From an optimization exercise on the open Yosys and OpenROAD flow, aimed at small area; shortcuts taken in it are not production practice. The RTL was checked by simulation tests, not by an equivalence proof against the original design. No activity file was given, so power comes from the tool's default toggle rates.

File: design/flow/config.mk
export PLATFORM = sky130hd
export DESIGN_NAME = stream_parser
export DESIGN_NICKNAME = stream_parser
export VERILOG_FILES = /design/flow/design.v
export SDC_FILE = /design/flow/constraint.sdc
export NUM_CORES = 4
export LEC_CHECK = 0
export CAP_MARGIN = 20
export CORE_MARGIN = 2
export CORE_UTILIZATION = 40
export SLEW_MARGIN = 20
File: design/flow/constraint.sdc
create_clock -name core_clock -period 6.0 [get_ports {clk}]
set_input_delay 1.2000 -clock core_clock [delete_from_list [all_inputs] [get_ports {clk}]]
set_output_delay 1.2000 -clock core_clock [all_outputs]
set_load 0.01 [all_outputs]
File: design/flow/design.v
module stream_parser #(
  parameter int NUM_STREAMS = 32,
  parameter int MAX_BYTES   = 37,
  parameter int QDEPTH      = 2
) (
  input  logic                   clk,
  input  logic                   reset,
  input  logic [31:0]            dataIn,
  input  logic                   dataIn_val,
  output logic                   dataIn_ready,
  input  logic                   dataIN_last,
  output logic [MAX_BYTES*8-1:0] dataOut,
  output logic [8:0]             dataOut_bytes,
  output logic [15:0]            dataOut_stream,
  output logic [31:0]            dataOut_seq,
  output logic                   dataOut_val,
  input  logic                   dataOut_ready,
  output logic                   packetLost,
  output logic                   lenError
);
  localparam int IDX_W = (NUM_STREAMS > 1) ? $clog2(NUM_STREAMS) : 1;
  localparam int PAY_W = MAX_BYTES * 8;
  localparam int GAP_W = 0;
  localparam int LOST_LSB   = GAP_W;
  localparam int SEQ_LSB    = GAP_W + 1;
  localparam int STREAM_LSB = GAP_W + 33;
  localparam int BYTES_LSB  = GAP_W + 49;
  localparam int PAY_LSB    = GAP_W + 58;
  localparam int ENTRY_W    = PAY_LSB + PAY_W;
  typedef enum logic [2:0] {IDLE, GET_SEQ, GET_DATA, DRAIN, COMMIT} stateType;
  stateType          stateReg, stateNext;
  logic [8:0]        bytesReg, bytesLeftReg, byteOffReg;
  logic [15:0]       streamReg;
  logic [31:0]       seqReg, prevSeqReg;
  logic [PAY_W-1:0]  payloadReg, payloadNext;
  logic [31:0]       seqs [NUM_STREAMS];
  logic              lenErrorReg, lenErrorNext;
  logic [ENTRY_W-1:0] queue [QDEPTH];
  logic [ENTRY_W-1:0] newEntry, head;
  logic [2:0]        countReg;
  logic              accept, push, pop;
  logic              loadHeader, loadSeq, storeWord, advance, clearPayload;
  logic [15:0]       headerLen;
  logic              badLen, finalWord;
  logic [31:0]       expectedSeq;
  logic              lostNow;
  logic [7:0]        inLane [4];
  logic [PAY_W-1:0]  laneData, laneMask;
  assign headerLen = dataIn[31:16];
  assign badLen    = (headerLen < 16'd9) || ((headerLen - 16'd8) > 16'(MAX_BYTES));
  assign finalWord = (bytesLeftReg <= 9'd4);
  assign dataIn_ready = (stateReg != COMMIT) &&
                        ((countReg < 3'(QDEPTH)) || (stateReg == IDLE) ||
                         (stateReg == GET_SEQ) || (stateReg == DRAIN));
  assign accept = dataIn_val && dataIn_ready;
  assign push   = (stateReg == COMMIT);
  assign pop    = (countReg != 3'd0) && dataOut_ready;
  for (genvar gi = 0; gi < 4; gi++) begin : gInLane
    assign inLane[gi] = dataIn[31-8*gi -: 8];
  end
  for (genvar gi = 0; gi < MAX_BYTES; gi++) begin : gByteLane
    logic [9:0] rel;
    logic       hit;
    assign rel = 10'(gi) - {1'b0, byteOffReg};
    assign hit = (rel < 10'd4);
    assign laneMask[(MAX_BYTES-1-gi)*8 +: 8] = {8{hit}};
    assign laneData[(MAX_BYTES-1-gi)*8 +: 8] =
      (hit && (rel < {1'b0, bytesLeftReg})) ? inLane[rel[1:0]] : 8'h00;
  end
  always_comb begin
    stateNext    = stateReg;
    lenErrorNext = 1'b0;
    loadHeader   = 1'b0;
    loadSeq      = 1'b0;
    storeWord    = 1'b0;
    advance      = 1'b0;
    clearPayload = 1'b0;
    case (stateReg)
      IDLE: begin
        if (accept) begin
          loadHeader   = 1'b1;
          clearPayload = 1'b1;
          if (dataIN_last) begin
            lenErrorNext = 1'b1;
          end else if (badLen) begin
            lenErrorNext = 1'b1;
            stateNext    = DRAIN;
          end else begin
            stateNext = GET_SEQ;
          end
        end
      end
      GET_SEQ: begin
        if (accept) begin
          if (dataIN_last) begin
            lenErrorNext = 1'b1;
            stateNext    = IDLE;
          end else begin
            loadSeq   = 1'b1;
            stateNext = GET_DATA;
          end
        end
      end
      GET_DATA: begin
        if (accept) begin
          if (finalWord) begin
            if (dataIN_last) begin
              storeWord = 1'b1;
              stateNext = COMMIT;
            end else begin
              lenErrorNext = 1'b1;
              clearPayload = 1'b1;
              stateNext    = DRAIN;
            end
          end else if (dataIN_last) begin
            lenErrorNext = 1'b1;
            clearPayload = 1'b1;
            stateNext    = IDLE;
          end else begin
            storeWord = 1'b1;
            advance   = 1'b1;
          end
        end
      end
      DRAIN: begin
        if (accept && dataIN_last) stateNext = IDLE;
      end
      COMMIT: begin
        clearPayload = 1'b1;
        stateNext    = IDLE;
      end
      default: stateNext = IDLE;
    endcase
  end
  always_comb begin
    payloadNext = payloadReg;
    if (clearPayload) begin
      payloadNext = '0;
    end else if (storeWord) begin
      payloadNext = (payloadReg & ~laneMask) | laneData;
    end
  end
  always_ff @(posedge clk) begin
    if (reset) begin
      stateReg     <= IDLE;
      lenErrorReg  <= 1'b0;
      payloadReg   <= '0;
      bytesReg     <= '0;
      bytesLeftReg <= '0;
      byteOffReg   <= '0;
      streamReg    <= '0;
      seqReg       <= '0;
      prevSeqReg   <= '0;
    end else begin
      stateReg    <= stateNext;
      lenErrorReg <= lenErrorNext;
      payloadReg  <= payloadNext;
      if (loadHeader) begin
        bytesReg     <= 9'(headerLen - 16'd8);
        bytesLeftReg <= 9'(headerLen - 16'd8);
        byteOffReg   <= '0;
        streamReg    <= dataIn[15:0];
        prevSeqReg   <= seqs[dataIn[IDX_W-1:0]];
      end
      if (loadSeq) seqReg <= dataIn;
      if (advance) begin
        bytesLeftReg <= bytesLeftReg - 9'd4;
        byteOffReg   <= byteOffReg + 9'd4;
      end
    end
  end
  always_ff @(posedge clk) begin
    if (reset) begin
      for (int i = 0; i < NUM_STREAMS; i++) seqs[i] <= '0;
    end else if (push) begin
      seqs[streamReg[IDX_W-1:0]] <= seqReg;
    end
  end
  assign expectedSeq = prevSeqReg + 32'd1;
  assign lostNow     = (seqReg != expectedSeq);
  assign newEntry = {payloadReg, bytesReg, streamReg, seqReg, lostNow};
  always_ff @(posedge clk) begin
    if (reset) begin
      countReg <= '0;
      for (int i = 0; i < QDEPTH; i++) queue[i] <= '0;
    end else begin
      for (int i = 0; i < QDEPTH; i++) begin
        if (pop) begin
          if (push && (i == int'(countReg) - 1)) queue[i] <= newEntry;
          else queue[i] <= queue[(i < QDEPTH-1) ? i+1 : i];
        end else if (push && (i == int'(countReg))) begin
          queue[i] <= newEntry;
        end
      end
      if (push && !pop) countReg <= countReg + 3'd1;
      else if (pop && !push) countReg <= countReg - 3'd1;
    end
  end
  assign head           = queue[0];
  assign dataOut_val    = (countReg != 3'd0);
  assign dataOut        = dataOut_val ? head[PAY_LSB +: PAY_W] : '0;
  assign dataOut_bytes  = dataOut_val ? head[BYTES_LSB +: 9] : '0;
  assign dataOut_stream = dataOut_val ? head[STREAM_LSB +: 16] : '0;
  assign dataOut_seq    = dataOut_val ? head[SEQ_LSB +: 32] : '0;
  assign packetLost     = dataOut_val && head[LOST_LSB];
  assign lenError       = lenErrorReg;
endmodule
File: design/flow/run.sh
#!/bin/bash
# synth_recipe.tcl (not shown) runs the flow's synth.tcl, then flattens the netlist and writes it again
# the make line also repeats each setting of config.mk as NAME=value (left out here)
make -C /OpenROAD-flow-scripts/flow DESIGN_CONFIG=/design/flow/config.mk WORK_HOME=/design/flow/orfs CLKGATE_MAP_FILE= SYNTH_SCRIPT=/design/flow/synth_recipe.tcl finish
==> summary.txt <==
## area by class of cell
class	instances	area share [%]
sequential	2140	48.1
inverter	52	0.177
clock inverter	96	0.850
tap	3185	3.61
antenna	7	0.0159
timing repair buffer	612	5.37
clock buffer	309	5.58
multi-input combinational	5722	36.3
## logic make-up (layout without fill, tap and decap cells)
group | after synthesis | after routing | share of synthesized area [%]
xor gates and xnor gates | 125 | 125 | 1.14
other | 0 | 7 | 0
and+or+nand+nor | 3295 | 3295 | 17.2
AOI/OAI and AO/OA | 1369 | 1369 | 9.36
adders and majority gates | 160 | 160 | 2.08
DFF | 2140 | 2140 | 55.1
buffers and inverters | 843 | 1069 | 3.39
muxes | 773 | 773 | 11.8
## tightest hold or removal path, delay by kind of cell, from the launching register on
kind | cells | cell delay (ps)
flip-flops | 1 | 320
AND/OR/NAND/NOR | 1 | 60
AO/OA/AOI/OAI | 1 | 50
## registers in the layout, indices dropped and copies added (netlist names)
name and flops:
bytesLeftReg 9, countReg 3, bytesReg 9, prevSeqReg 32, seqs 1024, lenErrorReg 1
queue 708, streamReg 16, payloadReg 296, seqReg 32, byteOffReg 7, stateReg 3
## report_power, final
group	switching (mW)	internal, mW	leakage, nW
clock network	5.95	7.61	3.48
registers	0.834	16.6	19.6
logic	5.23	3.39	15.4
## cells in the mapped netlist (56+ instances only)
| cell type | count |
|---|---|
| a22o_1 | 56 |
| a21oi_1 | 491 |
| nand2_1 | 941 |
| nand3_1 | 58 |
| nor2_1 | 691 |
| a22oi_1 | 137 |
| edfxtp_1 | 1024 |
| mux2i_1 | 483 |
| o21ai_0 | 87 |
| dfxtp_1 | 1116 |
| and2_1 | 1392 |
| a211oi_1 | 393 |
| buf_2 | 66 |
| mux4_2 | 288 |
| ha_1 | 160 |
| xnor2_1 | 78 |
| clkbuf_1 | 672 |
## final timing paths
path | startpoint | to | slack, ps
max | countReg[1] | dataOut_seq[31] | 960
min | payloadReg[119] | queue[1][177] | 450
max reg2reg | countReg[1] | queue[1][298] | 1560
min reg2reg | payloadReg[119] | queue[1][177] | 450
## routing by layer
metal	GRT usage, %	share of wire (%)	vias up
li1	-	-	30776
met1	31.7	41	33187
met2	39.9	48	2352
met3	3.37	6.3	487
met4	9.62	4.2	2
met5	0	0.0043	-
==> summary.txt <==
status timing/DRC/antenna clean; Detailed Routing Iterations Pass 1 10; area post-placement 0.103 mm²; Setup Viol. Count Final 0; CP startpoint kind register; Relative slew margins 21.0%; residual DRC count 0; Total Power 39.6 mW; Overflow after GRT 0; Multi-input gate area 0.0401 mm²; hpwl dp between 150,000 and 200,000 µm; most common cell after layout, fill and taps aside and2_1; critical path type register to primary output; Synth top area share 31.9%; gr usage total 24.1%; Main synth FF type dfxtp_1; Levels on crit path 6; critical-path maximum fanout 77; crit path DAT 3840 ps; GP Congestion 0.889; starting density of the core between 40% and 50%; pre-CTS setup slack 1230 ps; Skew-Pair Late Insertion Delay around 900 ps; HP Class register to register; die area ~0.24 mm²; post-CTS setup buffers 0; Worst Slack Setup Final 960 ps; hold slack between 400 and 500 ps; maximum vdd ir drop 0.000384 V; Pwr Density 359 mW/mm²; layout net count 8,943; Synth cell types 81; synthesized cell area 0.0964 mm²; syn nets 8,902; CP max stage cell nand2b_4; crit-path cells inv_1, ha_1, nand2b_4, buf_4, and2_1, clkdlybuf4s50_1; Worst R2R Path Depth 9; Sink Count 2,140; initial antenna violation count 15; num ports 394; Critical Path RT 4800 ps; clk buf depth 3; FP Rows 180; Worst Hold Depth 2; max-slew violations 0; Yosys top cell by area edfxtp_1; Area contributors post-synth edfxtp_1, dfxtp_1, and2_1; worst slew pin tran 1190 ps; post-layout util 46.0%; Die W 495 µm; Die Ht about 500 µm; Total Wirelength 303,000 µm; vias between 60,000 and 70,000; Syn Inst Count 8,705; Tcrit/Tclk final 84.0%; most frequent cells in the layout and2_1, dfxtp_1, edfxtp_1; Final Hold Vio Count 0; sequential standard cell area 0.0531 mm²; core box area ~0.24 mm²; maximum clock rate 198 MHz; Clk Tree Root Cell clkbuf_16; number of global-route vias before repair around 64,000; Fillers 21,957; Pleak 38.5 nW; Synth-to-Final Area Change 14.6%; Critical Path Max Stage Delay 820 ps; Fin Setup TNS 0 ps; total CTS buffers 218; post-CTS sizing 0; Worst-path clk slew 60 ps; Buf/Inv on CP 3; DRT antenna net count 0; # hold bufs at CTS 0; Layout Cells excl Fill 12,123; vias per cell 5.51; initial DRC count 6,809; pin count of the biggest net entering global routing 180; fraction of layout cells with a size suffix above 1 between 10 and 15%; max_cap viols 0; placed insts 11,708; number of synthesized flops with an enable pin 1,024; first-pass GRT wire length 438,000 µm; CP delay by family, top buffers and inverters; Synth Register Bits 2,140; Ys Warns 3; post-synthesis average cell area approximately 11 µm²; Max H-tree Level 4; # port buffers just under 400; asr flop ratio synth 0%; Final Skew between 30 and 40 ps; TritonCTS clock tree done; Routed WL per cell 25.0 µm; RSZ-0062 raised after global routing false; sequential share of the synthesized area 55.1%; Worst Setup End Kind primary output; fin area ~0.11 mm²; Final min period 5040 ps

-- what the ideal ports hide --
The flow's constraints put no driver on any port. The routed layout listed below was extracted and timed again, unchanged, in two steps.
Step 1 sets driving cells, clkbuf_16 on the clock port and buf_2 on the other inputs (assumed; they add their load-dependent delay and slew).
Step 2, shift: input delay + t, output delay - t, t = (earliest + latest rising clock arrival at the registers) / 2. This alone moves slack from input paths to output paths.
a / b / c = ideal ports / drivers / drivers and shift; a / b = the first two.
t, ns: 0.956
slack for setup (ns): 0.960 / 0.865 / 1.023
worst hold slack (ns): 0.449 / 0.449 / 0.449
worst setup path at the end: input to register
After both steps setup and hold are still met in this run. For this run, drivers alone change the setup slack by -0.095 ns; drivers and shift together by +0.063 ns.
